What follows belongs to an exercise in optimizing a design on an open flow for small area; a production flow would make more cautious choices.
The RTL was checked by simulation tests, not by an equivalence proof against the original design.
Power figures rest on the tool's default switching activity, not on a simulated workload.

==> design/flow/design.v <==
module id_stage #(
  parameter int REGS  = 32,
  parameter int WIDTH = 32
) (
  input  logic             clk,
  input  logic             rst_n,
  input  logic [31:0]      InstrD,
  input  logic [WIDTH-1:0] PCPlus4D,
  input  logic             RegWriteW,
  input  logic [4:0]       WriteRegW,
  input  logic [WIDTH-1:0] ResultW,
  input  logic [WIDTH-1:0] ALUOutM,
  input  logic             ForwardAD,
  input  logic             ForwardBD,
  input  logic             FlushE,
  output logic [WIDTH-1:0] PCBranchD,
  output logic             PCSrcD,
  output logic [4:0]       RsD,
  output logic [4:0]       RtD,
  output logic             RegWriteE,
  output logic             MemtoRegE,
  output logic             MemWriteE,
  output logic             ALUSrcE,
  output logic             RegDstE,
  output logic [2:0]       ALUControlE,
  output logic [WIDTH-1:0] RD1E,
  output logic [WIDTH-1:0] RD2E,
  output logic [WIDTH-1:0] SignImmE,
  output logic [4:0]       RsE,
  output logic [4:0]       RtE,
  output logic [4:0]       RdE
);
  localparam int N = REGS - 1;   
  logic [N*WIDTH-1:0] rf_q;       
  logic [N*WIDTH-1:0] rf_d;
  logic [N-1:0]       vld_q;      
  logic [N-1:0]       we, wen;
  logic [N-1:0]       sel1, sel2;
  logic [5:0]       opcode, funct;
  logic [4:0]       rs, rt;
  logic             reg_write, mem_to_reg, mem_write, alu_src, reg_dst, branch, jump;
  logic [2:0]       alu_ctrl;
  logic [WIDTH-1:0] rd1, rd2, cmp_a, cmp_b;
  logic             equal_d;
  assign opcode = InstrD[31:26];
  assign funct  = InstrD[5:0];
  assign rs     = InstrD[25:21];
  assign rt     = InstrD[20:16];
  assign RsD    = rs;
  assign RtD    = rt;
  always_comb begin
    for (int k = 1; k < REGS; k++) begin
      we[k-1]   = RegWriteW && (WriteRegW == k);
      wen[k-1]  = !(RegWriteW && (WriteRegW == k));
      sel1[k-1] = (rs == k) && (vld_q[k-1] || we[k-1]);
      sel2[k-1] = (rt == k) && (vld_q[k-1] || we[k-1]);
    end
  end
  always_ff @(posedge clk or negedge rst_n) begin
    if (!rst_n) vld_q <= '0;
    else        vld_q <= vld_q | we;
  end
  for (genvar k = 0; k < N; k++) begin : g_reg
    for (genvar b = 0; b < WIDTH; b++) begin : g_bit
      id_hold u_hold (.we(we[k]), .wen(wen[k]), .r(ResultW[b]), .q(rf_q[k*WIDTH+b]), .d(rf_d[k*WIDTH+b]));
    end
  end
  always_ff @(posedge clk) rf_q <= rf_d;
  id_rdport #(.N(N), .WIDTH(WIDTH)) u_rd1 (.sel(sel1), .q(rf_d), .y(rd1));
  id_rdport #(.N(N), .WIDTH(WIDTH)) u_rd2 (.sel(sel2), .q(rf_d), .y(rd2));
  always_comb begin
    reg_write  = 1'b0;
    mem_to_reg = 1'b0;
    mem_write  = 1'b0;
    alu_src    = 1'b0;
    reg_dst    = 1'b0;
    branch     = 1'b0;
    jump       = 1'b0;
    alu_ctrl   = 3'b000;
    case (opcode)
      6'b000000: begin
        reg_write = 1'b1;
        reg_dst   = 1'b1;
        case (funct)
          6'b100000: alu_ctrl = 3'b010;
          6'b100010: alu_ctrl = 3'b110;
          6'b100100: alu_ctrl = 3'b000;
          6'b100101: alu_ctrl = 3'b001;
          6'b101010: alu_ctrl = 3'b111;
          default: begin
            reg_write = 1'b0;
            reg_dst   = 1'b0;
          end
        endcase
      end
      6'b100011: begin
        reg_write  = 1'b1;
        mem_to_reg = 1'b1;
        alu_src    = 1'b1;
        alu_ctrl   = 3'b010;
      end
      6'b101011: begin
        mem_write = 1'b1;
        alu_src   = 1'b1;
        alu_ctrl  = 3'b010;
      end
      6'b001000: begin
        reg_write = 1'b1;
        alu_src   = 1'b1;
        alu_ctrl  = 3'b010;
      end
      6'b000100: begin
        branch   = 1'b1;
        alu_ctrl = 3'b110;
      end
      6'b000010: jump = 1'b1;
      default: ;
    endcase
  end
  assign cmp_a   = ForwardAD ? ALUOutM : rd1;
  assign cmp_b   = ForwardBD ? ALUOutM : rd2;
  assign equal_d = (cmp_a == cmp_b);
  assign PCSrcD  = (branch & equal_d) | jump;
  logic [29:0] pc_sum;
  id_pcadd u_pcadd (.pc(PCPlus4D[31:2]), .imm(InstrD[15:0]), .sum(pc_sum));
  assign PCBranchD = jump ? {PCPlus4D[WIDTH-1:28], InstrD[25:0], 2'b00} : {pc_sum, PCPlus4D[1:0]};
  logic        e_vld;
  logic [7:0]  ctl_q;
  logic [WIDTH-1:0] rd1_q, rd2_q;
  logic [15:0] simm_q;
  logic [4:0]  rs_q, rt_q;
  always_ff @(posedge clk or negedge rst_n) begin
    if (!rst_n) e_vld <= 1'b0;
    else        e_vld <= !FlushE;
  end
  always_ff @(posedge clk) begin
    ctl_q  <= {reg_write, mem_to_reg, mem_write, alu_src, reg_dst, alu_ctrl};
    rd1_q  <= rd1;
    rd2_q  <= rd2;
    simm_q <= InstrD[15:0];
    rs_q   <= rs;
    rt_q   <= rt;
  end
  logic [15:0] simm_e;
  assign {RegWriteE, MemtoRegE, MemWriteE, ALUSrcE, RegDstE, ALUControlE} = ctl_q & {8{e_vld}};
  assign RD1E     = rd1_q & {WIDTH{e_vld}};
  assign RD2E     = rd2_q & {WIDTH{e_vld}};
  assign simm_e   = simm_q & {16{e_vld}};
  assign SignImmE = {{(WIDTH-16){simm_e[15]}}, simm_e};
  assign RdE      = simm_e[15:11];
  assign RsE      = rs_q & {5{e_vld}};
  assign RtE      = rt_q & {5{e_vld}};
endmodule
module id_hold (
  input  logic we,
  input  logic wen,
  input  logic r,
  input  logic q,
  output logic d
);
  assign d = (we & r) | (wen & q);
endmodule
module id_aoi222 (
  input  logic [2:0] s,
  input  logic [2:0] q,
  output logic       yn
);
  assign yn = !((s[0] & q[0]) | (s[1] & q[1]) | (s[2] & q[2]));
endmodule
module id_aoi22 (
  input  logic [1:0] s,
  input  logic [1:0] q,
  output logic       yn
);
  assign yn = !((s[0] & q[0]) | (s[1] & q[1]));
endmodule
module id_rdbit #(
  parameter int M = 32
) (
  input  logic [M-1:0] s,
  input  logic [M-1:0] q,
  output logic         y
);
  localparam int G3 = M / 3;
  localparam int R  = M % 3;
  localparam int G  = G3 + (R != 0 ? 1 : 0);
  logic [G-1:0] yn;
  for (genvar g = 0; g < G3; g++) begin : g_aoi
    id_aoi222 u_aoi (.s(s[3*g +: 3]), .q(q[3*g +: 3]), .yn(yn[g]));
  end
  if (R == 2) begin : g_r2
    id_aoi22 u_aoi (.s(s[3*G3 +: 2]), .q(q[3*G3 +: 2]), .yn(yn[G3]));
  end else if (R == 1) begin : g_r1
    assign yn[G3] = !(s[M-1] & q[M-1]);
  end
  assign y = !(&yn);
endmodule
module id_rdport #(
  parameter int N     = 31,
  parameter int WIDTH = 32
) (
  input  logic [N-1:0]       sel,
  input  logic [N*WIDTH-1:0] q,
  output logic [WIDTH-1:0]   y
);
  for (genvar b = 0; b < WIDTH; b++) begin : g_bit
    logic [N-1:0] qb;
    for (genvar k = 0; k < N; k++) begin : g_k
      assign qb[k] = q[k*WIDTH+b];
    end
    id_rdbit #(.M(N)) u_bit (.s(sel), .q(qb), .y(y[b]));
  end
endmodule
module id_rca8 (
  input  logic [7:0] a,
  input  logic [7:0] b,
  input  logic       ci,
  output logic [7:0] s,
  output logic       co
);
  logic [8:0] c;
  assign c[0] = ci;
  for (genvar i = 0; i < 8; i++) begin : g_bit
    assign s[i]   = a[i] ^ b[i] ^ c[i];
    assign c[i+1] = (a[i] & b[i]) | (c[i] & (a[i] ^ b[i]));
  end
  assign co = c[8];
endmodule
module id_pcadd (
  input  logic [29:0] pc,
  input  logic [15:0] imm,
  output logic [29:0] sum
);
  logic        c8, c16a, c16b, c16, cu;
  logic [7:0]  s1a, s1b;
  logic [13:0] pu, pre;
  id_rca8 u_lo  (.a(pc[7:0]),  .b(imm[7:0]),  .ci(1'b0), .s(sum[7:0]), .co(c8));
  id_rca8 u_hi0 (.a(pc[15:8]), .b(imm[15:8]), .ci(1'b0), .s(s1a),      .co(c16a));
  id_rca8 u_hi1 (.a(pc[15:8]), .b(imm[15:8]), .ci(1'b1), .s(s1b),      .co(c16b));
  assign sum[15:8] = c8 ? s1b : s1a;
  assign c16       = c8 ? c16b : c16a;
  assign cu        = c16 ^ imm[15];
  assign pu        = pc[29:16] ^ {14{imm[15]}};
  assign pre[0]    = 1'b1;
  for (genvar i = 1; i < 14; i++) begin : g_pre
    assign pre[i] = pre[i-1] & pu[i-1];
  end
  assign sum[29:16] = pc[29:16] ^ ({14{cu}} & pre);
endmodule
==> design/flow/run.sh <==
#!/bin/bash
# synth_recipe.tcl (not shown) runs the flow's synth.tcl, then flattens the netlist and writes it again
# the make line also repeats each setting of config.mk as NAME=value (left out here)
make -C /OpenROAD-flow-scripts/flow DESIGN_CONFIG=/design/flow/config.mk WORK_HOME=/design/flow/orfs CLKGATE_MAP_FILE= SYNTH_SCRIPT=/design/flow/synth_recipe.tcl finish
==> design/flow/config.mk <==
export PLATFORM = sky130hd
export DESIGN_NAME = id_stage
export DESIGN_NICKNAME = id_stage
export VERILOG_FILES = /design/flow/design.v
export SDC_FILE = /design/flow/constraint.sdc
export NUM_CORES = 4
export LEC_CHECK = 0
export CAP_MARGIN = 20
export CORE_MARGIN = 2
export CORE_UTILIZATION = 55
export CTS_BUF_LIST = sky130_fd_sc_hd__clkbuf_16
export CTS_CLUSTER_DIAMETER = 80
export CTS_CLUSTER_SIZE = 24
export SETUP_SLACK_MARGIN = 0.2
export SLEW_MARGIN = 20
export SYNTH_HIERARCHICAL = 1
export SYNTH_MINIMUM_KEEP_SIZE = 0
==> design/flow/constraint.sdc <==
create_clock -name core_clock -period 9.0 [get_ports {clk}]
set_input_delay 1.8000 -clock core_clock [delete_from_list [all_inputs] [get_ports {clk}]]
set_output_delay 1.8000 -clock core_clock [all_outputs]
set_load 0.01 [all_outputs]
==> summary.txt <==
## tightest hold or removal path, stage by stage, from the launching register on
cell and delay [ns]:
dfrtp_1 0.35, nor2_2 0.06, inv_1 0.05
## where the power goes
part / switching (mW) / internal (mW) / total [mW]
sequential: 0.281 / 5.92 / 6.20
clock: 1.67 / 1.15 / 2.82
combinational: 1.49 / 1.06 / 2.55
## per-layer routing
metal	share of wire (%)	wire (um)	GRT usage, %	vias up
met5	0.12	253	0	-
met4	9.1	18830	33.58	14
met3	15	31180	16.73	1162
met2	41	85690	69.42	4373
met1	35	71810	59.02	21740
li1	-	-	-	17610
## final cells by class
class | count | area (um2)
fill | 6175 | 27250
sequential | 1122 | 22620
multi-input combinational | 2445 | 21410
timing repair buffer | 569 | 5598
clock buffer | 54 | 1351
tap | 1060 | 1326
inverter | 114 | 427.9
clock inverter | 19 | 163.9
antenna | 1 | 2.502
## per-stage QoR
stage	TNS, ns	cells	worst slack [ns]	hold WS [ns]	area (um2)
final	0	5384	0.1858	0.4875	52900
after global routing	0	5383	0.2078	0.5118	52900
after CTS	0	5380	0.1448	0.4856	52800
after detailed placement	-0.1833	5304	-0.1833	0.4642	51200
after global placement	-0.04472	5304	-0.04472	0.4571	51200
after floorplan	0	3740	0.2252	0.4277	44380
## per-module statistics from Yosys, one instance, submodules excluded, a selection
module     cells  times used
id_aoi222      1         640
id_stage    1729           1
id_hold        1         992
id_pcadd      68           1
id_rca8       18           3
## cells in the final DEF, fill, tap and decap left out, types with 5 or more instances in the layout
cell type / instances
buf_4: 223
nand2_1: 114
xor2_1: 32
buf_12: 44
nor3_1: 7
nor4_4: 5
nand3_1: 12
fa_1: 22
and2_1: 101
clkdlybuf4s50_1: 284
nor3_2: 51
dlygate4sd2_1: 6
mux2_1: 12
clkbuf_16: 54
o22ai_1: 6
inv_1: 122
nand4_1: 135
dfrtp_1: 31
nor4_1: 7
dfxtp_1: 1090
nor3_4: 6
nand2b_1: 10
nand3b_1: 6
a222oi_1: 641
nor2_2: 5
xnor2_1: 40
mux2i_1: 22
a22o_1: 992
mux2_2: 25
nor2_1: 45
a22oi_1: 6
o21ai_0: 7
a21oi_1: 5
dlymetal6s2s_1: 10
or2_2: 5
a2111o_1: 64
## state kept, by name (all words and copies together) (netlist names)
signal and cells:
rt_q 5, ctl_q 8, rf_q 992, rs_q 5, e_vld 1, simm_q 16, vld_q 31, rd1_q 32
rd2_q 32
## kinds of logic after synthesis
logic type / Yosys count
AOI/OAI and AO/OA: 1744
xor gates and xnor gates: 73
adders and majority gates: 24
buffers and inverters: 174
DFF: 1122
muxes: 62
other: 2
and+or+nand+nor: 538
## how the worst max path moves through the flow
stage,cells after the start,slack [ns],to,start
floorplan,15,0.23,PCSrcD,WriteRegW[1]
global placement,19,-0.04,PCSrcD,WriteRegW[1]
detailed placement,15,-0.18,PCSrcD,WriteRegW[3]
CTS,18,0.14,PCSrcD,WriteRegW[1]
global route,21,0.21,PCBranchD[28],PCPlus4D[2]
finish,19,0.19,PCSrcD,WriteRegW[1]
## timing repair
item / CTS / global route
pin swaps: 8 / 5
buffers inserted: 2 / 3
hold endpoints to repair: 0 / 0
endpoints found under the setup margin: 11 / 13
resized for setup: 20 / 20
gates cloned: 1 / 0
hold buffers: 0 / 0
==> metrics.yaml <==
status: "no timing/DRC/antenna violations"
numClockSinks: 1122
synth_xor_area_share_pct: 1.442
r2r_slack_ns: 5.99
fin_crit_ns: 8.814
num_vias: 44890
finalSetupViolCount: 0
antenna_found_initial: 8
crit_path_max_incr_delay_ns: 0.62
worstMarginPinSlew_ns: 1.261
design.core.area_mm2: 0.08016
synth-edff-count: 0
r2r-end: "rd1_q[21]"
synth.area.top_cells: "dfxtp_1, a22o_1, a222oi_1"
cts_buffers: 53
clock_path_buffers: 3
rsz0062_at_grt: "false"
place.gp.congestion: 1.059
synth-compound-area-share_pct: 36.45
drive_above_1_share_pct: 10.55
r2r_cells: 6
io_pins: 301
grt_pass1_wl_mm: 294.0
p_per_area_mw_per_mm2: 218.7
syn_inst: 3739
synthTopCellsByCount: "dfxtp_1, a22o_1, a222oi_1"
maxSlewViolCount: 0
synth_seq_cells: 1122
synth_top_family_by_area: "compound AO/OA/AOI/OAI gates"
grt_usage_pct: 47.75
syn_area_per_cell_um2: 11.86
area_growth_pct: 19.32
ctsRootBufferMaster: "clkbuf_16"
cts_tree: "yes"
wl_per_cell_um: 38.59
seq_area_frac_synth_pct: 51.02
cp.buffers_inverters: 6
synth_simple_gate_area_share_pct: 6.601
required_ns: 7.20
critical_path.max_fanout: 24
worst_setup_path_start_kind: "input port"
ir_drop_v: 0.0001819
io_buffers: 300
fin_util_pct: 66.00
grt.overflow.total: 0
hp-start: "vld_q[24]"
ys_async_sr_fraction_pct: 2.852
fmax_ghz: 0.1135
yosys_warnings: 7
min_to: "vld_q[24]"
leakagePower_nw: 22.00
wl_mm: 207.8
fin_nets: 4468
initial_core_util_pct: 55.31
arrival_ns: 7.01
drtPass1Iterations: 14
antenna_violating_nets_post_route: 0
finalPower_mw: 11.57
initialDrtViolationCount: 10460
yosysTopAreaCellShare_pct: 49.22
endpoint_kind: "output port"
slew_headroom_pct: 15.46
path_delay_family: "simple AND/OR/NAND/NOR gates"
yosys.area.top_type: "dfxtp_1"
grt_pass1_vias: 42820
die_x_um: 287.9
synthesis.area_mm2: 0.04434
hold_path_depth: 2
avgViaCountPerCell: 8.338
skew_ns: 0.04385
critPathKind: "input port to output port"
synth_fa_ha_area_share_pct: 1.084
synth_most_common_cell: "dfxtp_1"
grt_max_degree: 96
hold_viol: 0
hold_path.class: "flop to flop"
rr_startpoint: "vld_q[18]"
clock_latency_ns: 0.69
fin_crit_sh_pct: 97.94
rows: 104
slowest_stage: "a222oi_1"
synth_cell_types: 63
dieArea_mm2: 0.08290
crit_chain: "clkdlybuf4s50_1 -> nand2b_1 -> nor2_1 -> buf_4 -> nand2_1 -> inv_1 -> nor2_2 -> nor3_2 -> buf_4 -> buf_6 -> a222oi_1 -> nand4_1 -> a2111o_1 -> xor2_2 -> nand4_1 -> nor4_4 -> a41oi_1 -> o31ai_2 -> dlymetal6s2s_1"
htreeDepth: 2
dieHeight_um: 287.9
dp_hpwl_mm: 133.7
synth-main-ff-cell: "dfxtp_1"
muxShareOfSynthArea_pct: 1.589
maxCapViolations: 0
clkSlewWorstSetupHoldPaths_ns: 0.10
drc: 0

[port drivers added, routing unchanged]
How much do the figures lean on ideal ports? The routed layout below was timed once more, with nothing changed but the port constraints. Step 1 sets driving cells, clkbuf_16 on the clock port and buf_2 on the other inputs (assumed; they add their load-dependent delay and slew). Step 2 times the ports against the registers' clock, not the clock port: input delays grow and output delays shrink by t, the midpoint of the rising clock arrivals with the driver on. a / b / c = ideal ports / drivers / drivers and shift; a / b = the first two.
t (ns): 0.738
setup slack, ns: 0.186 / 0.164 / 0.164
worst setup path after step 2: input to output
worst register clock-pin slew, ns: 0.11 / 0.11
cell pins on the clock port's net: 1
After both steps this run still meets setup and hold. The setup slack of this run moves by -0.022 ns with the drivers and by -0.022 ns with both steps.
